What follows belongs to an exercise in optimizing a design on an open flow for small area; a production flow would make more cautious choices.
At most, simulation tests tie the RTL to the original design; equivalence was not proved.
Function not checked in run 2: the RTL went through the layout flow alone.
No run shown here takes its clock network from TritonCTS; it comes from the design's own scripts or RTL.
The clock port is modelled as an ideal driver, which makes a skipped or thinned clock tree look cheaper than it is; a real chip needs a root buffer or a tree.
Power figures rest on the tool's default switching activity, not on a simulated workload.

==> flow/design.v <==
`timescale 1ns/1ns
package alu_pkg;
	localparam int word_width = 32;
	localparam int mult_steps = 32;
	localparam int step_cnt_width = $clog2(mult_steps);
	localparam int cla_groups = word_width / 4;
	typedef enum logic [3:0] {
		op_add  = 4'd0,
		op_sub  = 4'd1,
		op_and  = 4'd2,
		op_or   = 4'd3,
		op_not  = 4'd4,
		op_neg  = 4'd5,
		op_shr  = 4'd6,
		op_shra = 4'd7,
		op_shl  = 4'd8,
		op_ror  = 4'd9,
		op_rol  = 4'd10,
		op_mul  = 4'd11
	} alu_op_t;
endpackage
`timescale 1ns/1ns
`timescale 1ns/1ns
`timescale 1ns/1ns
`timescale 1ns/1ns
`timescale 1ns/1ns
import alu_pkg::*;
module alu_unit (
	input  logic                           clk,
	input  logic                           rst,
	input  logic [alu_pkg::word_width-1:0] bus_in,
	input  logic                           y_load,
	input  alu_pkg::alu_op_t               op,
	input  logic                           op_valid,
	output logic [alu_pkg::word_width-1:0] z_hi,
	output logic [alu_pkg::word_width-1:0] z_lo,
	output logic                           done,
	output logic                           busy
);
	logic [31:0] y;
	logic        y_zero;
	logic [31:0] m;
	logic [3:0]  opr;
	logic        run;
	logic [6:0]  cnt;
	logic [33:0] r;
	logic [9:0]  a0;
	logic [9:0]  a1;
	logic [11:0] a2;
	logic        c0;
	logic        c1;
	logic        b1;
	logic        b2;
	logic        cy;
	logic        accept;
	logic        term;
	logic        rclass;
	logic        is_mul;
	logic        b0;
	logic        l0;
	logic        l1;
	logic        l2;
	logic        big;
	logic [6:0]  cnt0;
	logic [31:0] a_in;
	logic [10:0] s0;
	logic [10:0] s1;
	logic [10:0] s2;
	logic        co0;
	logic        co1;
	logic        sa;
	logic        sb;
	logic        ssum;
	logic        sbit;
	logic        fill;
	assign rclass = (opr == 4'd6) | (opr == 4'd7) | (opr == 4'd9);
	assign term   = cnt[6] | (rclass & (&cnt[5:0]));
	assign busy   = run & ~term;
	assign done   = run & term;
	assign accept = op_valid & ~busy & ~rst;
	assign z_lo = r[31:0];
	assign z_hi = {a2[9:0], a1, a0, r[33:32]};
	assign big = |bus_in[31:5];
	always_comb begin
		case (op)
			4'd6, 4'd7: cnt0 = big ? 7'd31 : {2'b01, ~bus_in[4:0]};
			4'd8:       cnt0 = big ? 7'd32 : {2'b00, bus_in[4:0]};
			4'd9:       cnt0 = {2'b01, ~bus_in[4:0]};
			4'd10:      cnt0 = {2'b01, bus_in[4:0]};
			4'd11:      cnt0 = 7'd30;
			default:    cnt0 = 7'd32;
		endcase
	end
	assign is_mul = (opr == 4'd11);
	assign b0     = r[0] & is_mul & ~(&cnt[5:1]);
	assign l0     = (cnt[5:0] == 6'd61);
	assign l1     = (cnt[5:0] == 6'd62);
	assign l2     = (cnt[5:0] == 6'd63);
	always_comb begin
		logic c;
		logic [10:0] v;
		logic [10:0] d;
		v = {s1[0], a0};
		d = {11{b0}} & (m[10:0] ^ {11{l0}});
		c = b0 & l0;
		for (int i = 0; i < 11; i++) begin
			s0[i] = v[i] ^ d[i] ^ c;
			c = (v[i] & d[i]) | (v[i] & c) | (d[i] & c);
		end
		co0 = c;
	end
	always_comb begin
		logic c;
		logic [10:0] v;
		logic [10:0] d;
		v = {s2[0], a1};
		d = {11{b1}} & (m[21:11] ^ {11{l1}});
		c = c0;
		for (int i = 0; i < 11; i++) begin
			s1[i] = v[i] ^ d[i] ^ c;
			c = (v[i] & d[i]) | (v[i] & c) | (d[i] & c);
		end
		co1 = c;
	end
	always_comb begin
		logic c;
		logic [10:0] v;
		logic [10:0] d;
		v = a2[10:0];
		d = {11{b2}} & ({m[31], m[31:22]} ^ {11{l2}});
		c = c1;
		for (int i = 0; i < 11; i++) begin
			s2[i] = v[i] ^ d[i] ^ c;
			c = (v[i] & d[i]) | (v[i] & c) | (d[i] & c);
		end
	end
	assign sa   = r[0] & (opr != 4'd5);
	assign sb   = a0[0] ^ ((opr == 4'd1) | (opr == 4'd4) | (opr == 4'd5));
	assign ssum = sa ^ sb ^ cy;
	always_comb begin
		case (opr)
			4'd2:    sbit = sa & sb;
			4'd3:    sbit = sa | sb;
			4'd4:    sbit = sb;
			default: sbit = ssum;
		endcase
	end
	always_comb begin
		case (opr)
			4'd0, 4'd1, 4'd2, 4'd3, 4'd4, 4'd5: fill = sbit;
			4'd7:        fill = r[31];
			4'd8:        fill = s0[0];
			4'd9, 4'd10: fill = r[0];
			default:     fill = r[32];
		endcase
	end
	assign a_in = y_zero ? 32'd0 : y;
	always_ff @(posedge clk) begin
		if (y_load)
			y <= bus_in;
		if (rst)
			y_zero <= 1'b1;
		else if (y_load)
			y_zero <= 1'b0;
	end
	always_ff @(posedge clk) begin
		if (rst)
			run <= 1'b0;
		else if (accept)
			run <= 1'b1;
		else if (term)
			run <= 1'b0;
	end
	always_ff @(posedge clk) begin
		if (accept) begin
			m   <= bus_in;
			opr <= op;
		end
	end
	always_ff @(posedge clk) begin
		if (accept) begin
			r   <= {2'b00, a_in};
			if (op <= 4'd5)
				{a2, a1, a0} <= bus_in;
			else
				{a2, a1, a0} <= 32'd0;
			c0  <= 1'b0;
			c1  <= 1'b0;
			b1  <= 1'b0;
			b2  <= 1'b0;
			cy  <= (op == 4'd1) | (op == 4'd5);
			cnt <= cnt0;
		end else begin
			r   <= {is_mul & s0[0], r[33], fill, r[31:1]};
			a0  <= s0[10:1];
			a1  <= s1[10:1];
			a2  <= {(opr == 4'd8) & r[0] & ~cnt[5], is_mul ? s2[10] : a2[11], s2[10:1]};
			c0  <= co0;
			c1  <= co1;
			b1  <= b0;
			b2  <= b1;
			cy  <= (sa & sb) | (sa & cy) | (sb & cy);
			cnt <= cnt + 7'd1;
		end
	end
endmodule
==> flow/flow/run.sh <==
#!/bin/bash
# The standard layout (standard.sh), with these changes:
#  - synthesis is standard.sh's own (synth_recipe.tcl and ORFS's synth.tcl,
#    unchanged), run with a copy of ORFS's scripts folder in which the ABC
#    script is flow/abc_area.script: area-oriented mapping instead of ORFS's
#    delay-oriented script with buffering (ABC only maps the logic between
#    registers; the registers are the standard synthesis's);
#  - the port buffers that ORFS inserts before global placement use the
#    smallest buffer cell (every input and output port still gets one);
#  - the clock tree is built by flow/pre_cts.tcl (a root buffer and ten leaf
#    buffers over k-means groups of flip-flops) instead of TritonCTS.
# Each make run's output goes to its own log; ORFS keeps each step's log
# under orfs/logs/.
set -euo pipefail
here=$(pwd)
rm -rf "$here/synth_scripts"
cp -r "$FLOW_HOME/scripts" "$here/synth_scripts"
cp "$here/flow/abc_area.script" "$here/synth_scripts/abc_speed.script"
bash standard.sh "SCRIPTS_DIR=$here/synth_scripts" synth > synth_flow.log 2>&1
bash standard.sh \
  "BUFFER_PORTS_ARGS=-buffer_cell sky130_fd_sc_hd__buf_1" \
  "PRE_CTS_TCL=$here/flow/pre_cts.tcl" \
  "MANUAL_CTS_LEAVES=10" \
  finish > standard_flow.log 2>&1
==> flow/flow/abc_area.script <==
&get -n
&st
&dc2
&dch -f
&nf -a -R 1000
&put
topo
stime -c
==> flow/flow/manual_cts.tcl <==
# Manual clock tree: the clock port drives one root buffer, which drives
# NLEAF leaf buffers; flops are split into NLEAF groups by k-means on their
# positions, each leaf buffer placed at its group's centroid.
proc manual_cts {nleaf leafcell rootcell} {
  set block [ord::get_db_block]
  set db [ord::get_db]
  set clknet [$block findNet clk]
  set sinks {}
  foreach it [$clknet getITerms] {
    set inst [$it getInst]
    lassign [$inst getLocation] x y
    set m [$inst getMaster]
    lappend sinks [list $it [expr {$x + [$m getWidth]/2}] [expr {$y + [$m getHeight]/2}]]
  }
  set n [llength $sinks]
  # k-means init: sort by x then y, take evenly spaced
  set sorted [lsort -real -index 1 $sinks]
  set cents {}
  for {set k 0} {$k < $nleaf} {incr k} {
    set s [lindex $sorted [expr {int(($k + 0.5) * $n / $nleaf)}]]
    lappend cents [list [lindex $s 1] [lindex $s 2]]
  }
  set cap [expr {int(ceil(double($n) / $nleaf)) + 2}]
  for {set iter 0} {$iter < 30} {incr iter} {
    # balanced assignment: greedy by distance with capacity
    set pairs {}
    set i 0
    foreach s $sinks {
      set k 0
      foreach c $cents {
        set d [expr {abs([lindex $s 1]-[lindex $c 0]) + abs([lindex $s 2]-[lindex $c 1])}]
        lappend pairs [list $d $i $k]
        incr k
      }
      incr i
    }
    set pairs [lsort -real -index 0 $pairs]
    array unset asg; array unset cnt
    for {set k 0} {$k < $nleaf} {incr k} {set cnt($k) 0}
    foreach p $pairs {
      lassign $p d i k
      if {[info exists asg($i)]} continue
      if {$cnt($k) >= $cap} continue
      set asg($i) $k; incr cnt($k)
    }
    set newc {}
    for {set k 0} {$k < $nleaf} {incr k} {set sx($k) 0; set sy($k) 0}
    foreach i [array names asg] {
      set k $asg($i); set s [lindex $sinks $i]
      set sx($k) [expr {$sx($k) + [lindex $s 1]}]; set sy($k) [expr {$sy($k) + [lindex $s 2]}]
    }
    for {set k 0} {$k < $nleaf} {incr k} {
      if {$cnt($k) > 0} { lappend newc [list [expr {$sx($k)/$cnt($k)}] [expr {$sy($k)/$cnt($k)}]] } else { lappend newc [lindex $cents $k] }
    }
    set cents $newc
  }
  set lmaster [$db findMaster $leafcell]
  set rmaster [$db findMaster $rootcell]
  # root buffer at the centroid of the leaves
  set rx 0; set ry 0
  foreach c $cents { set rx [expr {$rx + [lindex $c 0]}]; set ry [expr {$ry + [lindex $c 1]}] }
  set rx [expr {int($rx / $nleaf)}]; set ry [expr {int($ry / $nleaf)}]
  set root [odb::dbInst_create $block $rmaster clkbuf_root]
  $root setLocation $rx $ry
  $root setPlacementStatus PLACED
  set rootnet [odb::dbNet_create $block clknet_root]
  $rootnet setSigType CLOCK
  [$root findITerm A] connect $clknet
  [$root findITerm X] connect $rootnet
  for {set k 0} {$k < $nleaf} {incr k} {
    set b [odb::dbInst_create $block $lmaster clkbuf_leaf_$k]
    $b setLocation [expr {int([lindex [lindex $cents $k] 0])}] [expr {int([lindex [lindex $cents $k] 1])}]
    $b setPlacementStatus PLACED
    set net [odb::dbNet_create $block clknet_leaf_$k]
    $net setSigType CLOCK
    [$b findITerm A] connect $rootnet
    [$b findITerm X] connect $net
    set leafnet($k) $net
  }
  foreach i [array names asg] {
    set it [lindex [lindex $sinks $i] 0]
    $it disconnect
    $it connect $leafnet($asg($i))
  }
  puts "manual_cts: $n sinks, $nleaf leaves, counts [array get cnt]"
}
==> flow/flow/pre_cts.tcl <==
# Sourced by ORFS's cts.tcl before clock tree synthesis (PRE_CTS_TCL).
# Builds a small two-level clock tree by hand (the clock port drives one
# root buffer, which drives MANUAL_CTS_LEAVES leaf buffers, each feeding a
# group of nearby flip-flops), then turns TritonCTS's command into a no-op so
# that the rest of cts.tcl (legalisation, timing repair) runs on this tree.
source [file join [file dirname [info script]] manual_cts.tcl]
manual_cts $::env(MANUAL_CTS_LEAVES) sky130_fd_sc_hd__clkbuf_8 sky130_fd_sc_hd__clkbuf_4
proc clock_tree_synthesis {args} { puts "clock_tree_synthesis: tree already built by pre_cts.tcl" }
==> flow/standard.sh <==
#!/bin/bash
# synth_recipe.tcl (not shown) runs the flow's synth.tcl, then flattens the netlist and writes it again
# the make line also repeats each setting of config.mk as NAME=value (left out here)
make -C /OpenROAD-flow-scripts/flow DESIGN_CONFIG=/design/flow/config.mk WORK_HOME=/design/flow/orfs CLKGATE_MAP_FILE= SYNTH_SCRIPT=/design/flow/synth_recipe.tcl "${@:-finish}"
==> flow/config.mk <==
export PLATFORM = sky130hd
export DESIGN_NAME = alu_unit
export DESIGN_NICKNAME = alu_unit
export VERILOG_FILES = /design/flow/design.v
export SDC_FILE = /design/flow/constraint.sdc
export NUM_CORES = 4
export LEC_CHECK = 0
export CAP_MARGIN = 20
export CORE_MARGIN = 2
export CORE_UTILIZATION = 40
export CTS_BUF_LIST = sky130_fd_sc_hd__clkbuf_8
export CTS_CLUSTER_SIZE = 30
export SLEW_MARGIN = 20
==> flow/constraint.sdc <==
create_clock -name core_clock -period 6.0 [get_ports {clk}]
set_input_delay 1.2000 -clock core_clock [delete_from_list [all_inputs] [get_ports {clk}]]
set_output_delay 1.2000 -clock core_clock [all_outputs]
set_load 0.01 [all_outputs]
==> results of run 1 <==
==> flip-flops by register name (all words and copies together), names as in the netlist, 4 cells and up <==
name	count
a2	12
a0	10
a1	10
r	34
y	32
cnt	7
m	32
opr	4
==> area by class of cell <==
| type | count | area, sq um |
|---|---|---|
| well taps | 188 | 235 |
| fillers | 1380 | 8090 |
| multi-input cells | 286 | 2330 |
| plain buffers | 11 | 145 |
| flip-flops and latches | 148 | 3660 |
| inverters | 30 | 113 |
| repair buffers | 121 | 515 |
| diodes | 1 | 2.50 |
==> worst register-to-register path: stages, from the launching register on <==
cell and delay, ps:
dfxtp_2 360, nand2_1 80, nor2_4 150, nand2_1 110, xnor2_1 130, nand2_1 80
fa_1 170, clkinv_1 80, fa_1 430, fa_2 400, fa_1 440, fa_1 430
fa_1 430, fa_1 440, fa_2 370, fa_1 420, fa_1 420, fa_1 430
a22o_1 210
==> per-stage QoR <==
step	hold slack, ps	std cells	area [sq um]	worst slack [ps]	setup TNS (ps)
detailed placement	440	773	6820	-39.2	-39.2
global route	464	784	7000	-6.37	-11.5
global placement	438	773	6820	104	0
CTS	440	784	6970	15.1	0
floorplan	427	474	6130	3.50	0
finish	445	785	7000	304	0
==> power breakdown <==
part / internal, mW / switching [mW] / total [mW]
registers: 1.17 / 0.0740 / 1.25
logic: 0.138 / 0.183 / 0.321
clock network: 0.155 / 0.289 / 0.444
total: 1.46 / 0.546 / 2.01
==> path summary, 6_finish.rpt <==
kind / start / end / slack, ps
worst max register to register: cnt[5] / a1[9] / 300
worst min register to register: y[8] / r[8] / 440
worst min-delay path: y[8] / r[8] / 440
worst max-delay path: cnt[5] / a1[9] / 300
==> what timing repair did <==
item / CTS / global route
setup endpoints to repair: 1 / 4
hold endpoints to repair: 0 / 0
resized for setup: 1 / 12
==> kinds of logic (layout without fill, tap and decap cells) <==
group	count (synthesis)	in the layout	synth area share, %
other	0	1	0
DFF	148	148	59.6
buffers and inverters	40	162	3.06
xor gates and xnor gates	9	9	1.29
AOI/OAI and AO/OA	164	164	18.2
adders and majority gates	38	38	11.8
and+or+nand+nor	75	75	6.06
==> routing by layer <==
metal | vias up | track usage, % | wire length, um
li1 | 1991 | - | -
met1 | 2074 | 23.2 | 6100
met2 | 147 | 29.1 | 6590
met3 | 25 | 1.84 | 822
met4 | 0 | 3.94 | 344
met5 | - | 0 | 0
==> layout by cell type, fill, tap and decap left out, drive strengths merged, types with 6 or more instances in the layout <==
master | Yosys | routed
fa | 33 | 33
clkbuf | 0 | 12
nor2 | 16 | 16
a21oi | 40 | 40
dfxtp | 79 | 79
o21ai | 40 | 40
nor4 | 6 | 6
clkinv | 30 | 30
edfxtp | 69 | 69
a22o | 62 | 62
xnor2 | 6 | 6
nand2 | 20 | 20
buf | 10 | 120
nor3 | 6 | 6
and2 | 7 | 7
==> notes.md, run 1 <==
Area growth, synth to finish 14.2%; Avg Inst Size Synth 12.9 sq um; CP bufs+invs 1; sequential area share after synthesis 59.6%; largest net degree at the start of global routing 48; Post-Syn Nets 552; fin crit share 94.9%; critical path data arrival time 6150 ps; WS Path Type reg -> reg; Max-Slew Margin vs Limit 35.2%; # DRC 0; Layout Utilization 46.4%; Post-Syn Area 6130 sq um; CTS clk-pin slew, worst paths 100 ps; WHS Path Cells 1; CP max-delay cell fa_1; postcts setup bufs 0; vias per cell 5.40; Yosys reg bits 148; slowest cell delay on critical path 440 ps; Vias 4237; Worst-Margin Slew 973 ps; Crit. path cell count 18; final setup skew 31.9 ps; startpoint types flop; Routed WL 13.9 mm; max-cap violation count 0; crit path cell chain nand2_1, nor2_4, nand2_1, xnor2_1, nand2_1, fa_1, clkinv_1, fa_1, fa_2, fa_1, fa_1, fa_1, fa_1, fa_2, fa_1, fa_1, fa_1, a22o_1; Fmax 176 MHz; core box area 15100 sq um; CP endpoint kind flop; crit-path max FO 4; Synth Flop Type dfxtp_1; initial antenna violation count 1; Routed wire per std cell 17.6 um; Initial Util 40.6%; Synth Instances 474; Pwr Density 287 nW/um^2; Netlist cell types 32; Final setup viols 0; status finished clean; Yosys top cell by area edfxtp_1; r2r worst-path depth 18; min Tclk post-route 5700 ps; gpl congestion 0.836; Final HPWL DP 9.98 mm; Async SR Flop Fraction 0%; # IOs 106; vias in the first global route 4262; Die Area 16300 sq um; Max VDD drop 125 uV; IO Port Bufs 105; Final ANT Viol Nets 0; Hold/Removal Path Class reg -> reg; first-pass GRT wire length 22.2 mm; Die H 128 um; Hold Buf Count CTS 0; Syn. warnings 1; layout cells sized above 1 7.21%; TritonRoute pass-1 iters 7; delay-heaviest family, CP adder cells; Leakage 2.51 nW; post-synth top area share 33.8%; crit-path most repeated cell fa_1; Final Power 2.01 mW; latest clock arrival within the worst-skew pair 550 ps; Final nets 676; Overall Global Routing Usage 16.9%; Max Transition Viols Final 0; final hold vios 0; GRT overflow 0; row count 45; Worst EP required 6450 ps; most common cell in the netlist dfxtp_1; Die Wd 128 um; EDFF count, synth 69; Post-synth top cells 79 x dfxtp_1, 69 x edfxtp_1, 62 x a22o_1, 40 x a21oi_1, 40 x o21ai_0; DRT iter0 DRCs 254; top post-synthesis cells by area edfxtp_1 34%, dfxtp_1 26%, fa_1 11%
==> run 2, diff against run 1 <==
--- a/flow/design.v
+++ b/flow/design.v
@@ -51,4 +51,2 @@
 	logic        c1;
-	logic        b1;
-	logic        b2;
 	logic        cy;
@@ -59,2 +57,5 @@
 	logic        b0;
+	logic        b1;
+	logic        b2;
+	logic        tail;
 	logic        l0;
@@ -76,3 +77,4 @@
 	assign rclass = (opr == 4'd6) | (opr == 4'd7) | (opr == 4'd9);
-	assign term   = cnt[6] | (rclass & (&cnt[5:0]));
+	assign tail   = cnt[6] | (rclass & (&cnt[5:0]));
+	assign term   = cnt[6] & (rclass ? cnt[0] : cnt[1]);
 	assign busy   = run & ~term;
@@ -89,3 +91,2 @@
 			4'd10:      cnt0 = {2'b01, bus_in[4:0]};
-			4'd11:      cnt0 = 7'd30;
 			default:    cnt0 = 7'd32;
@@ -94,6 +95,8 @@
 	assign is_mul = (opr == 4'd11);
-	assign b0     = r[0] & is_mul & ~(&cnt[5:1]);
-	assign l0     = (cnt[5:0] == 6'd61);
-	assign l1     = (cnt[5:0] == 6'd62);
-	assign l2     = (cnt[5:0] == 6'd63);
+	assign b0     = r[2] & is_mul & ~cnt[6];
+	assign b1     = r[1] & is_mul & ~(cnt[6] & cnt[0]);
+	assign b2     = r[0] & is_mul;
+	assign l0     = ~cnt[6] & (&cnt[5:0]);
+	assign l1     = cnt[6] & ~cnt[1] & ~cnt[0];
+	assign l2     = cnt[6] & cnt[0];
 	always_comb begin
@@ -136,3 +139,3 @@
 	end
-	assign sa   = r[0] & (opr != 4'd5);
+	assign sa   = r[2] & (opr != 4'd5);
 	assign sb   = a0[0] ^ ((opr == 4'd1) | (opr == 4'd4) | (opr == 4'd5));
@@ -149,7 +152,7 @@
 		case (opr)
-			4'd0, 4'd1, 4'd2, 4'd3, 4'd4, 4'd5: fill = sbit;
-			4'd7:        fill = r[31];
-			4'd8:        fill = s0[0];
-			4'd9, 4'd10: fill = r[0];
-			default:     fill = r[32];
+			4'd0, 4'd1, 4'd2, 4'd3, 4'd4, 4'd5: fill = sbit & ~tail;
+			4'd7:        fill = r[33] & ~tail;
+			4'd8, 4'd11: fill = s0[0];
+			4'd9, 4'd10: fill = r[2] & ~tail;
+			default:     fill = 1'b0;
 		endcase
@@ -181,3 +184,3 @@
 		if (accept) begin
-			r   <= {2'b00, a_in};
+			r   <= {a_in, 2'b00};
 			if (op <= 4'd5)
@@ -188,4 +191,2 @@
 			c1  <= 1'b0;
-			b1  <= 1'b0;
-			b2  <= 1'b0;
 			cy  <= (op == 4'd1) | (op == 4'd5);
@@ -193,10 +194,8 @@
 		end else begin
-			r   <= {is_mul & s0[0], r[33], fill, r[31:1]};
+			r   <= {fill, r[33:1]};
 			a0  <= s0[10:1];
 			a1  <= s1[10:1];
-			a2  <= {(opr == 4'd8) & r[0] & ~cnt[5], is_mul ? s2[10] : a2[11], s2[10:1]};
+			a2  <= {(opr == 4'd8) & r[2] & ~cnt[5] & ~cnt[6], is_mul ? s2[10] : a2[11], s2[10:1]};
 			c0  <= co0;
 			c1  <= co1;
-			b1  <= b0;
-			b2  <= b1;
 			cy  <= (sa & sb) | (sa & cy) | (sb & cy);
==> run 2 against run 1 <==
  * Still clean
  * Critical endpoint is now a0[9]
  * Design area shrank 0.14%
  * Largest power group unchanged
  * First-iteration DRC count up 7.5%
  * Largest cell class unchanged
  * Critical path depth rose by 1
==> notes.md, run 2 <==
IO Port Bufs 105 (unchanged); Overall Global Routing Usage 16.3% (-0.65 points); row count 45 (unchanged); Max VDD drop 177 uV (+41%); crit-path max FO 3 (-1); Netlist cell types 37 (+16%); post-synth top area share 33.6% (-0.23 points); critical path data arrival time 6100 ps (-50 ps); WS Path Type reg -> reg; CP max-delay cell fa_1; Async SR Flop Fraction 0% (unchanged); Post-Syn Area 6080 sq um (-0.78%); TritonRoute pass-1 iters 4 (-3); Hold Buf Count CTS 0 (unchanged); # DRC 0 (unchanged); EDFF count, synth 68 (-1.4%); Routed WL 13.5 mm (-2.5%); r2r worst-path depth 19 (+1); postcts setup bufs 0 (unchanged); Final ANT Viol Nets 0 (unchanged); Yosys top cell by area edfxtp_1; total negative slack 0 ps (unchanged); register with the most flip-flops r; crit-path most repeated cell fa_2; first-pass GRT wire length 21.5 mm (-3.3%); Die Wd 127 um (-0.38%); Final HPWL DP 9.50 mm (-4.7%); CP endpoint kind flop; largest net degree at the start of global routing 106 (+120%); GRT overflow 0 (unchanged); Initial Util 40.4% (-0.16 points); filler cell count in the final layout 1410 (+2.2%); Pwr Density 294 nW/um^2 (+2.2%); Final Power 2.05 mW (+2.0%); Worst EP required 6370 ps (-80 ps); Leakage 2.52 nW (+0.31%); Die H 127 um (-0.38%); startpoint types flop; Worst-Margin Slew 1020 ps (+49.8 ps); CTS clk-pin slew, worst paths 100 ps (about the same); Syn. warnings 1 (unchanged); crit path cell chain ha_1, and4_1, nand2_1, nor2_4, o21ai_1, a21oi_1, fa_1, fa_2, fa_2, fa_1, fa_1, fa_2, fa_2, fa_2, fa_2, fa_2, fa_1, nand2_1, o21ai_0; Fmax 174 MHz (-0.68%); most frequent cells in the layout 104 x buf_1, 78 x dfxtp_1, 70 x nand2_1; layout cells sized above 1 7.11% (-0.11 points); Post-synth top cells 78 x dfxtp_1, 70 x nand2_1, 68 x edfxtp_1, 57 x o21ai_0, 45 x a21oi_1; min Tclk post-route 5740 ps (+39.1 ps); Hold/Removal Path Class reg -> reg; Area growth, synth to finish 14.9%; gpl congestion 0.803 (-4.0%); CP endpoint a0[9]; slowest cell delay on critical path 440 ps (about the same); sequential area share after synthesis 59.3% (-0.36 points); FF-to-FF End a0[9]; initial antenna violation count 1 (unchanged); fin crit share 95.6% (+0.65 points); Avg Inst Size Synth 12.0 sq um (-7.1%); final setup skew 25.3 ps (-6.62 ps); Post-Syn Nets 582 (+5.4%); Max-Slew Margin vs Limit 31.8% (-3.3 points); max-cap violation count 0 (unchanged); most common cell in the netlist dfxtp_1; Final nets 711 (+5.2%); hold slack 460 ps (+14.9 ps); Synth Flop Type dfxtp_1; PostCTS Resize Cnt 4 (+3); Layout Utilization 46.5% (+0.11 points); vias in the first global route 4203 (-1.4%); final hold vios 0 (unchanged); Synth Instances 506 (+6.8%); latest clock arrival within the worst-skew pair 510 ps (-40 ps); worst r2r src cnt[0]; core box area 15000 sq um (-0.37%); Die Area 16200 sq um (-0.75%); Max Transition Viols Final 0 (unchanged); Vias 4241 (+0.094%); biggest regs r x34, m x32, y x32; top post-synthesis cells by area edfxtp_1 34%, dfxtp_1 26%, fa_1 11%; status finished clean; Routed wire per std cell 16.4 um (-6.9%); CP Launch Point cnt[0]; max reg flops 34 (unchanged); DRT iter0 DRCs 273 (+7.5%); hold_sp y[3]; RSZ-0062 raised after global routing false; # IOs 106 (unchanged); Yosys reg bits 146 (-1.4%); Final setup viols 0 (unchanged); vias per cell 5.16 (-4.4%); reg2reg setup slack 260 ps (-40 ps); commonest non-fill, non-tap cell in the layout buf_1
[run 2: cell families (layout without fill, tap and decap cells)]
| group | after synthesis | after routing | share of synthesized area [%] |
|---|---|---|---|
| DFF | 146 | 146 | 59.3 |
| buffers and inverters | 28 | 155 | 2.35 |
| AOI/OAI and AO/OA | 152 | 152 | 15.2 |
| other | 0 | 1 | 0 |
| adders and majority gates | 36 | 36 | 11.5 |
| and+or+nand+nor | 128 | 128 | 9.44 |
| xor gates and xnor gates | 16 | 16 | 2.30 |
[run 2: where the power goes]
| part | internal [mW] | total [mW] | switching (mW) |
|---|---|---|---|
| Clock | 0.155 | 0.443 | 0.288 |
| Combinational | 0.148 | 0.358 | 0.210 |
| Sequential | 1.17 | 1.25 | 0.0824 |
| Total | 1.47 | 2.05 | 0.579 |
[run 2: layout make-up]
cell class / instances / area [sq um] / area share [%]
diodes: 1 / 2.50 / 0.0358
multi-input cells: 332 / 2380 / 34.1
well taps: 188 / 235 / 3.37
repair buffers: 126 / 553 / 7.91
inverters: 18 / 67.6 / 0.967
flip-flops and latches: 146 / 3600 / 51.6
plain buffers: 11 / 145 / 2.08
[run 2: critical path, delay by kind of cell (launching register included)]
| family | cells | cell delay, ps |
|---|---|---|
| AOI/OAI and AO/OA | 3 | 290 |
| and+or+nand+nor | 4 | 450 |
| adders and majority gates | 12 | 4560 |
| DFF | 1 | 320 |
[run 2: worst min-delay path by stage]
stage,to,slack [ps],cells past startpoint
3_3_place_gp,r[33],430,2
3_5_place_dp,r[26],440,1
6_report,r[5],460,1
2_1_floorplan,r[33],420,2
5_1_grt,r[13],470,1
4_1_cts,r[26],440,1
[run 2: per-stage QoR]
step                setup WS, ps  std cells  cell area, sq um
detailed placement          -160        810              6810
CTS                         13.0        821              6970
global placement           -74.4        810              6810
global route                25.6        821              6990
floorplan                   -293        506              6090
finish                       265        822              6990
[run 2: routing by layer]
metal	wire, um	track usage, %	up-vias
met1	6040	22.2	2047
met5	0	0	-
li1	-	-	2068
met3	711	2.39	14
met2	6560	28.2	112
met4	193	2.52	0
==> run 3, diff against run 2 <==
--- a/flow/design.v
+++ b/flow/design.v
@@ -52,2 +52,3 @@
 	logic        cy;
+	logic        rm1;
 	logic        accept;
@@ -56,9 +57,6 @@
 	logic        is_mul;
-	logic        b0;
-	logic        b1;
-	logic        b2;
+	logic        e0;
+	logic        e1;
+	logic        e2;
 	logic        tail;
-	logic        l0;
-	logic        l1;
-	logic        l2;
 	logic        big;
@@ -95,8 +93,5 @@
 	assign is_mul = (opr == 4'd11);
-	assign b0     = r[2] & is_mul & ~cnt[6];
-	assign b1     = r[1] & is_mul & ~(cnt[6] & cnt[0]);
-	assign b2     = r[0] & is_mul;
-	assign l0     = ~cnt[6] & (&cnt[5:0]);
-	assign l1     = cnt[6] & ~cnt[1] & ~cnt[0];
-	assign l2     = cnt[6] & cnt[0];
+	assign e0     = (r[2] ^ r[1]) & is_mul & ~cnt[6];
+	assign e1     = (r[1] ^ r[0]) & is_mul & ~(cnt[6] & cnt[0]);
+	assign e2     = (r[0] ^ rm1) & is_mul;
 	always_comb begin
@@ -106,4 +101,4 @@
 		v = {s1[0], a0};
-		d = {11{b0}} & (m[10:0] ^ {11{l0}});
-		c = b0 & l0;
+		d = {11{e0}} & (m[10:0] ^ {11{r[2]}});
+		c = e0 & r[2];
 		for (int i = 0; i < 11; i++) begin
@@ -119,3 +114,3 @@
 		v = {s2[0], a1};
-		d = {11{b1}} & (m[21:11] ^ {11{l1}});
+		d = {11{e1}} & (m[21:11] ^ {11{r[1]}});
 		c = c0;
@@ -132,3 +127,3 @@
 		v = a2[10:0];
-		d = {11{b2}} & ({m[31], m[31:22]} ^ {11{l2}});
+		d = {11{e2}} & ({m[31], m[31:22]} ^ {11{r[0]}});
 		c = c1;
@@ -191,2 +186,3 @@
 			c1  <= 1'b0;
+			rm1 <= 1'b0;
 			cy  <= (op == 4'd1) | (op == 4'd5);
@@ -200,2 +196,3 @@
 			c1  <= co1;
+			rm1 <= r[0];
 			cy  <= (sa & sb) | (sa & cy) | (sb & cy);
==> run 3 against run 2 <==
  * Fmax is 1.0% lower
  * Register-to-register slack worse by 60 ps
  * Die area shrank 0.40%
  * Still clean on timing, DRC and antenna
  * Clock power hardly changed
  * Area after synthesis fell by 0.41%
  * Sequential share of layout area is 0.65 points higher
  * Sequential power is essentially flat
  * Worst setup slack lost 61 ps
  * Flip-flop and latch count up 1
  * Largest power group unchanged
  * Hold slack worse by 12 ps
==> notes.md, run 3 <==
register with the most flip-flops r; Synth Instances 463 (-8.5%); Final ANT Viol Nets 0 (unchanged); fin area 6950 sq um (-0.59%); WHS Path Cells 1 (unchanged); Worst EP required 6440 ps (+70 ps); Die Area 16100 sq um (-0.40%); # DRC 0 (unchanged); worst r2r src opr[0]; Die Wd 127 um (-0.20%); Netlist cell types 34 (-8.1%); RSZ-0062 raised after global routing false; gpl congestion 0.806 (+0.41%); CTS clk-pin slew, worst paths 100 ps (about the same); top post-synthesis cells by area edfxtp_1 34%, dfxtp_1 26%, fa_1 11%; Initial Util 41.4% (+0.90 points); Routed WL 13.2 mm (-2.5%); Fmax 173 MHz (-1.0%); Synth Flop Type dfxtp_1; Avg Inst Size Synth 13.1 sq um (+8.8%); core box area 14600 sq um (-2.6%); initial antenna violation count 1 (unchanged); total negative slack 0 ps (unchanged); max-cap violation count 0 (unchanged); Leakage 2.49 nW (-1.1%); final setup skew 25.7 ps (+0.403 ps); Post-synth top cells 79 x dfxtp_1, 68 x edfxtp_1, 60 x a22o_1, 53 x nor2_1, 33 x fa_1; Post-Syn Area 6060 sq um (-0.41%); final hold vios 0 (unchanged); post-synth top area share 33.7% (+0.14 points); hold_sp y[20]; min Tclk post-route 5800 ps (+60.8 ps); crit-path max FO 3 (unchanged); Worst-Margin Slew 954 ps (-68.2 ps); Max VDD drop 144 uV (-19%); Area growth, synth to finish 14.7%; WS Path Type reg -> reg; largest net degree at the start of global routing 71 (-33%); vias in the first global route 4044 (-3.8%); Hold/Removal Path Class reg -> reg; Max-Slew Margin vs Limit 36.4% (+4.5 points); sequential area share after synthesis 59.8% (+0.58 points); worst setup margin 204 ps (-60.8 ps); critical path data arrival time 6240 ps (+140 ps); Hold Buf Count CTS 0 (unchanged); GRT overflow 0 (unchanged); latest clock arrival within the worst-skew pair 550 ps (+40 ps); Die H 127 um (-0.20%); commonest non-fill, non-tap cell in the layout buf_1; vias per cell 5.22 (+1.2%); Final setup viols 0 (unchanged); startpoint types flop; FF-to-FF End a0[9]; Final HPWL DP 9.15 mm (-3.8%); Vias 4043 (-4.7%); Hold Path End r[22]; reg2reg setup slack 200 ps (-60 ps); max reg flops 34 (unchanged); layout cells sized above 1 7.30% (+0.19 points); hold slack 448 ps (-11.8 ps); Yosys top cell by area edfxtp_1; CP endpoint kind flop; IO Port Bufs 105 (unchanged); TritonRoute pass-1 iters 4 (unchanged); Overall Global Routing Usage 15.9% (-0.38 points); r2r worst-path depth 17 (-2); most frequent cells in the layout 104 x buf_1, 78 x dfxtp_1, 68 x edfxtp_1; DRT iter0 DRCs 339 (+24%); row count 44 (-2.2%); Routed wire per std cell 17.0 um (+3.6%); fin crit share 96.6% (+1.0 points); Async SR Flop Fraction 0% (unchanged); status finished clean; most common cell in the netlist dfxtp_1; EDFF count, synth 68 (unchanged); Yosys reg bits 147 (+0.68%); # IOs 106 (unchanged); Post-Syn Nets 539 (-7.4%); Syn. warnings 1 (unchanged); worst slack, placed 78.0 ps (+238 ps); first-pass GRT wire length 21.2 mm (-1.5%); Final Power 2.09 mW (+1.7%); biggest regs r x34, m x32, y x32; Final nets 667 (-6.2%); Max Transition Viols Final 0 (unchanged); Pwr Density 300 nW/um^2 (+2.3%); dpl cell area 6780 sq um (-0.51%)
## run 3: worst max-delay path by stage
stage / from / endpoint / slack [ps]
final: opr[0] / a0[9] / 200
after global routing: opr[2] / a0[9] / 9
after CTS: opr[2] / a0[9] / 70
after detailed placement: opr[2] / a0[9] / 80
after global placement: opr[3] / a0[9] / 160
after floorplan: opr[3] / a0[9] / 40
## run 3: cell families after synthesis
family	Yosys count	synth area share, %
AO/OA/AOI/OAI	114	13.8
buffers and inverters	28	2.36
XOR/XNOR	28	4.05
adder cells (fa/ha/maj)	36	11.5
flip-flops	147	59.8
multiplexers	1	0.165
AND/OR/NAND/NOR	109	8.31
## run 3: cell type report
| class | instances | area, sq um |
|---|---|---|
| flip-flops and latches | 147 | 3630 |
| fillers | 1363 | 7700 |
| well taps | 184 | 230 |
| multi-input cells | 288 | 2330 |
| diodes | 1 | 2.50 |
| inverters | 18 | 67.6 |
| plain buffers | 11 | 145 |
| repair buffers | 125 | 546 |
## run 3: metrics by stage
stage	instances	util [%]
2_1_floorplan	463	-
5_1_grt	773	47.4
6_report	774	47.4
3_3_place_gp	760	46.3
4_1_cts	771	47.3
3_5_place_dp	760	46.3
## run 3: worst max-delay path, cell delays in order (launching register included)
cell,delay (ps)
edfxtp_1,430
nand2_2,120
nor2_2,60
and3_4,190
a31oi_4,140
nor2_1,70
fa_1,390
fa_1,440
fa_2,390
fa_1,430
fa_2,390
fa_1,430
fa_2,380
fa_2,370
fa_2,370
fa_1,410
fa_1,430
a22o_1,210
## run 3: power by group
part	internal [mW]	switching [mW]	leakage [nW]
logic	0.168	0.209	1.12
clock network	0.155	0.291	0.0765
registers	1.18	0.0867	1.30
## run 3: what timing repair did
item / 4_1_cts / 5_1_grt
setup endpoints to repair: 0 / 2
gates resized for setup: 0 / 3
setup buffers: 0 / 2
## run 3: metal layers
| layer | wire length, um | vias up | track usage [%] |
|---|---|---|---|
| met5 | 0 | - | 0 |
| li1 | - | 1926 | - |
| met4 | 197 | 0 | 2.07 |
| met3 | 678 | 16 | 2.09 |
| met1 | 6130 | 1982 | 22.6 |
| met2 | 6150 | 119 | 27.0 |
==> run 4, diff against run 3 <==
--- a/flow/design.v
+++ b/flow/design.v
@@ -45,8 +45,10 @@
 	logic [6:0]  cnt;
-	logic [33:0] r;
-	logic [9:0]  a0;
-	logic [9:0]  a1;
-	logic [11:0] a2;
+	logic [34:0] r;
+	logic [7:0]  a0;
+	logic [7:0]  a1;
+	logic [7:0]  a2;
+	logic [7:0]  a3;
 	logic        c0;
 	logic        c1;
+	logic        c2;
 	logic        cy;
@@ -55,2 +57,3 @@
 	logic        term;
+	logic        tail;
 	logic        rclass;
@@ -60,3 +63,3 @@
 	logic        e2;
-	logic        tail;
+	logic        e3;
 	logic        big;
@@ -64,7 +67,9 @@
 	logic [31:0] a_in;
-	logic [10:0] s0;
-	logic [10:0] s1;
-	logic [10:0] s2;
+	logic [8:0]  s0;
+	logic [8:0]  s1;
+	logic [8:0]  s2;
+	logic [5:0]  s3;
 	logic        co0;
 	logic        co1;
+	logic        co2;
 	logic        sa;
@@ -76,3 +81,3 @@
 	assign tail   = cnt[6] | (rclass & (&cnt[5:0]));
-	assign term   = cnt[6] & (rclass ? cnt[0] : cnt[1]);
+	assign term   = cnt[6] & cnt[1] & (rclass | cnt[0]);
 	assign busy   = run & ~term;
@@ -81,3 +86,3 @@
 	assign z_lo = r[31:0];
-	assign z_hi = {a2[9:0], a1, a0, r[33:32]};
+	assign z_hi = {a3[4:0], a2, a1, a0, r[34:32]};
 	assign big = |bus_in[31:5];
@@ -93,13 +98,14 @@
 	assign is_mul = (opr == 4'd11);
-	assign e0     = (r[2] ^ r[1]) & is_mul & ~cnt[6];
-	assign e1     = (r[1] ^ r[0]) & is_mul & ~(cnt[6] & cnt[0]);
-	assign e2     = (r[0] ^ rm1) & is_mul;
-	always_comb begin
-		logic c;
-		logic [10:0] v;
-		logic [10:0] d;
+	assign e0     = (r[3] ^ r[2]) & is_mul & ~cnt[6];
+	assign e1     = (r[2] ^ r[1]) & is_mul & ~(cnt[6] & (cnt[1] | cnt[0]));
+	assign e2     = (r[1] ^ r[0]) & is_mul & ~(cnt[6] & cnt[1]);
+	assign e3     = (r[0] ^ rm1) & is_mul;
+	always_comb begin
+		logic c;
+		logic [8:0] v;
+		logic [8:0] d;
 		v = {s1[0], a0};
-		d = {11{e0}} & (m[10:0] ^ {11{r[2]}});
-		c = e0 & r[2];
-		for (int i = 0; i < 11; i++) begin
+		d = {9{e0}} & (m[8:0] ^ {9{r[3]}});
+		c = e0 & r[3];
+		for (int i = 0; i < 9; i++) begin
 			s0[i] = v[i] ^ d[i] ^ c;
@@ -111,8 +117,8 @@
 		logic c;
-		logic [10:0] v;
-		logic [10:0] d;
+		logic [8:0] v;
+		logic [8:0] d;
 		v = {s2[0], a1};
-		d = {11{e1}} & (m[21:11] ^ {11{r[1]}});
+		d = {9{e1}} & (m[17:9] ^ {9{r[2]}});
 		c = c0;
-		for (int i = 0; i < 11; i++) begin
+		for (int i = 0; i < 9; i++) begin
 			s1[i] = v[i] ^ d[i] ^ c;
@@ -124,8 +130,8 @@
 		logic c;
-		logic [10:0] v;
-		logic [10:0] d;
-		v = a2[10:0];
-		d = {11{e2}} & ({m[31], m[31:22]} ^ {11{r[0]}});
+		logic [8:0] v;
+		logic [8:0] d;
+		v = {s3[0], a2};
+		d = {9{e2}} & (m[26:18] ^ {9{r[1]}});
 		c = c1;
-		for (int i = 0; i < 11; i++) begin
+		for (int i = 0; i < 9; i++) begin
 			s2[i] = v[i] ^ d[i] ^ c;
@@ -133,4 +139,17 @@
 		end
-	end
-	assign sa   = r[2] & (opr != 4'd5);
+		co2 = c;
+	end
+	always_comb begin
+		logic c;
+		logic [5:0] v;
+		logic [5:0] d;
+		v = a3[5:0];
+		d = {6{e3}} & ({m[31], m[31:27]} ^ {6{r[0]}});
+		c = c2;
+		for (int i = 0; i < 6; i++) begin
+			s3[i] = v[i] ^ d[i] ^ c;
+			c = (v[i] & d[i]) | (v[i] & c) | (d[i] & c);
+		end
+	end
+	assign sa   = r[3] & (opr != 4'd5);
 	assign sb   = a0[0] ^ ((opr == 4'd1) | (opr == 4'd4) | (opr == 4'd5));
@@ -148,5 +167,5 @@
 			4'd0, 4'd1, 4'd2, 4'd3, 4'd4, 4'd5: fill = sbit & ~tail;
-			4'd7:        fill = r[33] & ~tail;
+			4'd7:        fill = r[34] & ~tail;
 			4'd8, 4'd11: fill = s0[0];
-			4'd9, 4'd10: fill = r[2] & ~tail;
+			4'd9, 4'd10: fill = r[3] & ~tail;
 			default:     fill = 1'b0;
@@ -179,9 +198,10 @@
 		if (accept) begin
-			r   <= {a_in, 2'b00};
+			r   <= {a_in, 3'b000};
 			if (op <= 4'd5)
-				{a2, a1, a0} <= bus_in;
+				{a3, a2, a1, a0} <= bus_in;
 			else
-				{a2, a1, a0} <= 32'd0;
+				{a3, a2, a1, a0} <= 32'd0;
 			c0  <= 1'b0;
 			c1  <= 1'b0;
+			c2  <= 1'b0;
 			rm1 <= 1'b0;
@@ -190,8 +210,10 @@
 		end else begin
-			r   <= {fill, r[33:1]};
-			a0  <= s0[10:1];
-			a1  <= s1[10:1];
-			a2  <= {(opr == 4'd8) & r[2] & ~cnt[5] & ~cnt[6], is_mul ? s2[10] : a2[11], s2[10:1]};
+			r   <= {fill, r[34:1]};
+			a0  <= s0[8:1];
+			a1  <= s1[8:1];
+			a2  <= s2[8:1];
+			a3  <= {(opr == 4'd8) & r[3] & ~cnt[5] & ~cnt[6], a3[7], is_mul ? s3[5] : a3[6], s3[5:1]};
 			c0  <= co0;
 			c1  <= co1;
+			c2  <= co2;
 			rm1 <= r[0];
==> run 4 against run 3 <==
  * Largest cell class unchanged
  * Critical path type unchanged
  * Cell count fell by 0.65%
  * Sequential share of layout area increased by 0.84 points
  * Hold slack lost 7.2 ps
  * Total power rose by 4.0%
  * Largest power group unchanged
  * Register-to-register slack better by 350 ps
  * Design area decreased by 0.59%
  * First-iteration DRC count fell by 19%
  * Clock skew is 2.6 ps lower
  * Still clean
  * Clock power grew 1%
  * Highest routed layer unchanged
  * Wire length grew 2.1%
==> notes.md, run 4 <==
CP bufs+invs 0 (unchanged); register area 3660 sq um (+1.0%); postcts setup bufs 0 (unchanged); Leakage 2.50 nW (+0.53%); PostCTS Resize Cnt 0 (unchanged); IO Port Bufs 105 (unchanged); register with the most flip-flops r; CTS clk-pin slew, worst paths 90 ps (about the same); Final HPWL DP 9.61 mm (+5.1%); Max VDD drop 192 uV (+34%); Final ANT Viol Nets 0 (unchanged); Die H 128 um (+0.39%); core box area 15000 sq um (+2.7%); # IOs 106 (unchanged); Max-Slew Margin vs Limit 36.6% (+0.17 points); total negative slack 0 ps (unchanged); Vias 4030 (-0.32%); Hold Buf Count CTS 0 (unchanged); max reg flops 35 (+2.9%); gpl congestion 0.933 (+16%); Async SR Flop Fraction 0% (unchanged); critical path data arrival time 5870 ps (-370 ps); Syn. warnings 1 (unchanged); vias in the first global route 4158 (+2.8%); filler cell count in the final layout 1398 (+2.6%); first-pass GRT wire length 21.7 mm (+2.8%); Yosys top cell by area edfxtp_1; WS Path Type reg -> reg; reg2reg setup slack 550 ps (+350 ps); crit-path most repeated cell fa_1; Final nets 659 (-1.2%); multi-input logic area 2350 sq um (+0.97%); sequential area share after synthesis 60.0% (+0.18 points); Max Transition Viols Final 0 (unchanged); latest clock arrival within the worst-skew pair 530 ps (-20 ps); EDFF count, synth 68 (unchanged); Final setup viols 0 (unchanged); biggest regs r x35, m x32, y x32; Die Wd 128 um (+0.39%); row count 45 (+2.3%); Overall Global Routing Usage 16.3% (+0.44 points); TritonRoute pass-1 iters 4 (unchanged); Post-Syn Nets 540 (+0.19%); final hold vios 0 (unchanged); Hold/Removal Path Class reg -> reg; vias per cell 5.24 (+0.33%); crit-path max FO 11 (+8); RSZ-0062 raised after global routing false; post-synth top area share 33.4% (-0.27 points); top post-synthesis cells by area edfxtp_1 33%, dfxtp_1 27%, fa_1 11%; Yosys reg bits 149 (+1.4%); slowest cell delay on critical path 490 ps (+50 ps); min Tclk post-route 5450 ps (-349 ps); # DRC 0 (unchanged); Area growth, synth to finish 13.1%; Synth Instances 463 (unchanged); final setup skew 23.1 ps (-2.55 ps); Routed WL 13.4 mm (+2.1%); Initial Util 40.6% (-0.75 points); Routed wire per std cell 17.5 um (+2.8%); layout cells sized above 1 3.62% (-3.7 points); delay-heaviest family, CP adder cells; Worst EP required 6420 ps (-20 ps); Post-Syn Area 6100 sq um (+0.81%); Pwr Density 314 nW/um^2 (+4.6%); DRT iter0 DRCs 274 (-19%); hold slack 441 ps (-7.17 ps); Avg Inst Size Synth 13.2 sq um (+0.81%); CP endpoint kind flop; Worst-Margin Slew 952 ps (-2.48 ps); crit path cell chain nand2b_1, nor2_1, nand2_1, nor2_1, fa_1, fa_1, fa_1, fa_1, fa_1, fa_1, fa_1, fa_1, fa_1, a22o_1; largest net degree at the start of global routing 76 (+7.0%); Fmax 184 MHz (+6.4%); Netlist cell types 37 (+8.8%); most common cell in the netlist dfxtp_1; Synth Flop Type dfxtp_1; commonest non-fill, non-tap cell in the layout buf_1; max-cap violation count 0 (unchanged); most frequent cells in the layout 104 x buf_1, 81 x dfxtp_1, 68 x edfxtp_1; status finished clean; CP max-delay cell edfxtp_1; GRT overflow 0 (unchanged); Die Area 16300 sq um (+0.78%); Post-synth top cells 81 x dfxtp_1, 68 x edfxtp_1, 60 x a22o_1, 47 x nor2_1, 33 x fa_1; initial antenna violation count 1 (unchanged); startpoint types flop; fin crit share 90.8% (-5.8 points)
run 4: cell types whose count changed after synthesis, sizes merged, moves of 3 or more:
| cell | before | now |
|---|---|---|
| a21oi | 20 | 24 |
| a31oi | 5 | 2 |
| buf | 10 | 5 |
| nand2b | 6 | 9 |
| nor2 | 53 | 47 |
| o21ai | 17 | 20 |
run 4: logic make-up after synthesis:
family,Yosys count,synth area share [%]
fa+ha+maj,37,11.6
mux,1,0.164
compound gates,121,14.3
simple gates,106,8.38
flops,149,60.0
buf+inv,23,1.72
xor+xnor,26,3.73
run 4: final timing paths:
path          start     to  cells after the start
max          opr[3]  a0[7]                     14
min           a3[7]  a3[6]                      1
max reg2reg  opr[3]  a0[7]                     14
min reg2reg   a3[7]  a3[6]                      1
run 4: cell type report:
class | count | area share [%]
timing repair buffer | 111 | 6.38
tap | 188 | 3.41
sequential | 149 | 53.0
multi-input combinational | 291 | 34.1
antenna | 1 | 0.0362
buffer | 11 | 2.10
inverter | 18 | 0.978
run 4: report_power, final:
part           internal [mW]  total (mW)  switching, mW
Combinational          0.182       0.410          0.228
Clock                  0.155       0.451          0.296
Sequential              1.20        1.31          0.104
run 4: per-stage QoR:
stage / power (mW) / std cells / util (%) / cell area, sq um / worst slack, ps
after global routing: 2.30 / 768 / 45.9 / 6900 / 315
after floorplan: 1.58 / 463 / - / 6100 / 759
after global placement: 1.73 / 757 / 44.9 / 6750 / 679
final: 2.17 / 769 / 45.9 / 6910 / 552
after detailed placement: 1.75 / 757 / 44.9 / 6750 / 560
after CTS: 2.08 / 768 / 45.9 / 6900 / 549
run 4: per-layer routing:
| metal | vias to the layer above | wire (um) | track usage (%) |
|---|---|---|---|
| met1 | 1994 | 6020 | 22.5 |
| met3 | 14 | 744 | 2.09 |
| met5 | - | 0 | 0 |
| met4 | 0 | 167 | 1.87 |
| met2 | 103 | 6510 | 28.6 |
| li1 | 1919 | - | - |
==> run 5, diff against run 4 <==
--- a/flow/design.v
+++ b/flow/design.v
@@ -60,6 +60,9 @@
 	logic        is_mul;
-	logic        e0;
-	logic        e1;
-	logic        e2;
-	logic        e3;
+	logic        ser;
+	logic        first;
+	logic [3:0]  mk;
+	logic [3:0]  bx;
+	logic [3:0]  by;
+	logic [3:0]  p;
+	logic [3:0]  n;
 	logic        big;
@@ -98,6 +101,16 @@
 	assign is_mul = (opr == 4'd11);
-	assign e0     = (r[3] ^ r[2]) & is_mul & ~cnt[6];
-	assign e1     = (r[2] ^ r[1]) & is_mul & ~(cnt[6] & (cnt[1] | cnt[0]));
-	assign e2     = (r[1] ^ r[0]) & is_mul & ~(cnt[6] & cnt[1]);
-	assign e3     = (r[0] ^ rm1) & is_mul;
+	assign ser    = (opr <= 4'd5);
+	assign first  = ser & (cnt[6:2] == 5'b01000);
+	assign mk[0]  = is_mul & ~cnt[6];
+	assign mk[1]  = is_mul & ~(cnt[6] & (cnt[1] | cnt[0]));
+	assign mk[2]  = is_mul & ~(cnt[6] & cnt[1]);
+	assign mk[3]  = is_mul;
+	assign bx     = {r[0], r[1], r[2], r[3]};
+	assign by     = {rm1, r[0], r[1], r[2]};
+	always_comb begin
+		for (int k = 0; k < 4; k++) begin
+			p[k] = (mk[k] & ~bx[k] & by[k]) | (first & (cnt[1:0] == k[1:0]));
+			n[k] = mk[k] & bx[k] & ~by[k];
+		end
+	end
 	always_comb begin
@@ -107,4 +120,4 @@
 		v = {s1[0], a0};
-		d = {9{e0}} & (m[8:0] ^ {9{r[3]}});
-		c = e0 & r[3];
+		d = (m[8:0] & {9{p[0]}}) | (~m[8:0] & {9{n[0]}});
+		c = n[0];
 		for (int i = 0; i < 9; i++) begin
@@ -120,3 +133,3 @@
 		v = {s2[0], a1};
-		d = {9{e1}} & (m[17:9] ^ {9{r[2]}});
+		d = (m[17:9] & {9{p[1]}}) | (~m[17:9] & {9{n[1]}});
 		c = c0;
@@ -133,3 +146,3 @@
 		v = {s3[0], a2};
-		d = {9{e2}} & (m[26:18] ^ {9{r[1]}});
+		d = (m[26:18] & {9{p[2]}}) | (~m[26:18] & {9{n[2]}});
 		c = c1;
@@ -146,3 +159,3 @@
 		v = a3[5:0];
-		d = {6{e3}} & ({m[31], m[31:27]} ^ {6{r[0]}});
+		d = ({m[31], m[31:27]} & {6{p[3]}}) | (~{m[31], m[31:27]} & {6{n[3]}});
 		c = c2;
@@ -154,3 +167,3 @@
 	assign sa   = r[3] & (opr != 4'd5);
-	assign sb   = a0[0] ^ ((opr == 4'd1) | (opr == 4'd4) | (opr == 4'd5));
+	assign sb   = s0[0] ^ ((opr == 4'd1) | (opr == 4'd4) | (opr == 4'd5));
 	assign ssum = sa ^ sb ^ cy;
@@ -199,6 +212,3 @@
 			r   <= {a_in, 3'b000};
-			if (op <= 4'd5)
-				{a3, a2, a1, a0} <= bus_in;
-			else
-				{a3, a2, a1, a0} <= 32'd0;
+			{a3, a2, a1, a0} <= 32'd0;
 			c0  <= 1'b0;
==> run 5 against run 4 <==
  * Wire length down 5.0%
  * Core utilization is 0.30 points higher
  * First-iteration DRC count down 38%
  * Area after synthesis down 1.9%
  * Worst setup slack improved by 86 ps
  * Sequential share of layout area is 1.3 points higher
  * Global-route usage fell by 0.44 points
  * Fmax rose by 1.6%
  * Critical endpoint is now a1[7]
==> notes.md, run 5 <==
min Tclk post-route 5360 ps (-85.7 ps); Initial Util 41.0% (+0.42 points); Synth Instances 483 (+4.3%); initial antenna violation count 0 (-1); postcts setup bufs 0 (unchanged); r2r worst-path depth 20 (+6); Max-Slew Margin vs Limit 38.3% (+1.7 points); biggest regs r x35, m x32, y x32; Synth Area in Simple Gates 10.7% (+2.3 points); # DRC 0 (unchanged); final hold vios 0 (unchanged); delay-heaviest family, CP adder cells; layout cells sized above 1 3.02% (-0.61 points); EDFF count, synth 68 (unchanged); Worst-Margin Slew 926 ps (-26.2 ps); Overall Global Routing Usage 15.9% (-0.44 points); XOR/XNOR share of the synthesized area 1.02% (-2.7 points); Cell Count, Final, Fillers Out 781 (+1.6%); post-synthesis compound-gate area fraction 11.6% (-2.7 points); Async SR Flop Fraction 0% (unchanged); GRT overflow 0 (unchanged); Hold Path End r[20]; total negative slack 0 ps (unchanged); max reg flops 35 (unchanged); most common cell in the netlist dfxtp_1; # IOs 106 (unchanged); Final setup viols 0 (unchanged); reg2reg setup slack 640 ps (+90 ps); Post-Syn Nets 562 (+4.1%); Final HPWL DP 9.13 mm (-5.0%); CP max-delay cell edfxtp_1; Vias 3949 (-2.0%); Hold Buf Count CTS 0 (unchanged); filler cell count in the final layout 1352 (-3.3%); crit-path max FO 9 (-2); core box area 14600 sq um (-3.0%); commonest non-fill, non-tap cell in the layout buf_1; Die Wd 126 um (-0.94%); Final nets 678 (+2.9%); WS Path Type reg -> reg; CP endpoint kind flop; CP bufs+invs 3 (+3); sequential area share after synthesis 61.2% (+1.2 points); RSZ-0062 raised after global routing false; vias per cell 5.06 (-3.5%); multi-input logic area 2140 sq um (-9.2%); Leakage 2.37 nW (-5.5%); Area growth, synth to finish 12.7%; Hold/Removal Path Class reg -> reg; vias in the first global route 4008 (-3.6%); slowest cell delay on critical path 460 ps (-30 ps); Worst EP required 6450 ps (+30 ps); register area 3660 sq um (unchanged); Die H 126 um (-0.94%); Routed wire per std cell 16.4 um (-6.5%); largest net degree at the start of global routing 51 (-33%); critical path data arrival time 5810 ps (-60 ps); Post-Synth Adder-Cell Area 12.3% (+0.65 points); largest family of logic cells by synthesized area adder cells; most frequent cells in the layout 104 x buf_1, 81 x dfxtp_1, 68 x edfxtp_1; crit-path most repeated cell fa_1; fin crit share 89.4% (-1.4 points); hold_sp y[17]; latest clock arrival within the worst-skew pair 550 ps (+20 ps); Yosys top cell by area edfxtp_1; Post-Syn Area 5990 sq um (-1.9%); register with the most flip-flops r; TritonRoute pass-1 iters 4 (unchanged); Placed Cells 770 (+1.7%); Avg Inst Size Synth 12.4 sq um (-6.0%); final setup skew 29.4 ps (+6.23 ps); WHS Path Cells 1 (unchanged); PostCTS Resize Cnt 0 (unchanged); row count 44 (-2.2%); Max Transition Viols Final 0 (unchanged); mux contribution to synthesized area 0% (-0.16 points); Yosys reg bits 149 (unchanged); CTS clk-pin slew, worst paths 100 ps (about the same); hold slack 445 ps (+4.06 ps); Max VDD drop 210 uV (+9.3%); worst r2r src opr[2]; Synth Flop Type dfxtp_1; status finished clean; Post-synth top cells 81 x dfxtp_1, 68 x edfxtp_1, 52 x nor2_1, 41 x clkinv_1, 38 x nand2_1; gpl congestion 0.908 (-2.7%); Syn. warnings 1 (unchanged); Netlist cell types 41 (+11%); Routed WL 12.8 mm (-5.0%); DRT iter0 DRCs 170 (-38%); Die Area 16000 sq um (-1.9%); startpoint types flop; IO Port Bufs 105 (unchanged); Fmax 187 MHz (+1.6%); FF-to-FF End a1[7]; top post-synthesis cells by area edfxtp_1 34%, dfxtp_1 27%, fa_1 11%; Final ANT Viol Nets 0 (unchanged); post-synth top area share 34.1% (+0.66 points); Pwr Density 383 nW/um^2 (+22%); first-pass GRT wire length 20.8 mm (-4.5%); max-cap violation count 0 (unchanged); crit path cell chain clkinv_1, nand2_1, nor2_1, a21o_1, nand2_1, nor2_1, nor2_1, a21oi_1, fa_1, fa_1, clkinv_1, fa_1, fa_1, fa_1, fa_1, fa_1, fa_1, clkinv_1, fa_1, and2_0; antenna cells 0 (-1)
==> run 5: report_power, final <==
part           switching, mW  leakage (nW)  internal [mW]  total (mW)
Sequential             0.149          1.32           1.28        1.42
Combinational          0.417         0.973          0.298       0.715
Clock                  0.292        0.0765          0.155       0.447
Total                  0.858          2.37           1.73        2.59
==> run 5: kinds of logic (layout without fill, tap and decap cells) <==
family                   after synthesis  after routing
AO/OA/AOI/OAI                        105            105
XOR/XNOR                               7              7
adder cells (fa/ha/maj)               39             39
buffers and inverters                 46            160
flip-flops                           149            149
AND/OR/NAND/NOR                      137            137
==> run 5: area by class of cell <==
class	count	share of cell area [%]
tap	184	3.41
timing repair buffer	108	6.19
sequential	149	54.3
multi-input combinational	288	31.7
inverter	41	2.28
buffer	11	2.15
==> run 5: worst max path at each step <==
stage	start	end	slack, ps	cells after the start
global placement	opr[2]	a1[7]	870	20
global route	opr[2]	a1[7]	360	20
finish	opr[2]	a1[7]	640	20
CTS	opr[2]	a1[7]	640	20
floorplan	opr[2]	a1[7]	1130	20
detailed placement	opr[2]	a1[7]	640	20
==> run 5: stage by stage <==
step,instance area [sq um],util (%),power (mW),setup WS (ps)
2_1_floorplan,5990,-,1.91,1130
3_3_place_gp,6600,45.2,2.15,865
3_5_place_dp,6600,45.2,2.17,643
4_1_cts,6750,46.2,2.52,636
5_1_grt,6750,46.2,2.79,358
6_report,6750,46.2,2.59,638
==> run 5: worst reg2reg max path: stages (launching register included) <==
cell and delay (ps):
edfxtp_1 460, clkinv_1 90, nand2_1 130, nor2_1 320, a21o_1 200, nand2_1 60
nor2_1 370, nor2_1 110, a21oi_1 180, fa_1 220, fa_1 170, clkinv_1 70
fa_1 370, fa_1 380, fa_1 380, fa_1 390, fa_1 410, fa_1 380
clkinv_1 60, fa_1 390, and2_0 140
==> run 5: metal layers <==
layer  GRT usage, %  vias up  part of all wire (%)
met1           21.9     1918                    45
met3           3.04       17                   6.7
li1               -     1916                     -
met4           2.39        0                   1.5
met2           26.9       98                    47
met5              0        -                     0

static timing again, ports no longer ideal:
Ports are ideal in the flow. The routed layouts listed here were re-timed in OpenROAD.
Step 1 (the two cells are an assumption about what drives the block):
set clk [get_ports {clk}]
set_driving_cell -lib_cell sky130_fd_sc_hd__clkbuf_16 $clk
set_driving_cell -lib_cell sky130_fd_sc_hd__buf_2 [delete_from_list [all_inputs] $clk]
Step 2 times the ports against the registers' clock, not the clock port: input delays grow and output delays shrink by t, the midpoint of the rising clock arrivals with the driver on.
a / b / c = no drivers / after step 1 / after step 2; a / b = the first two.
run | t (ns) | setup WS [ns] | worst setup path after step 2
run 1 | 0.572 | 0.304 / 0.304 / 0.304 | register to register
run 2 | 0.536 | 0.265 / 0.265 / 0.265 | register to register
run 3 | 0.581 | 0.204 / 0.204 / 0.204 | register to register
run 4 | 0.550 | 0.552 / 0.552 / 0.552 | register to register
run 5 | 0.566 | 0.638 / 0.638 / 0.638 | register to register
After both steps setup and hold are still met in every run listed.
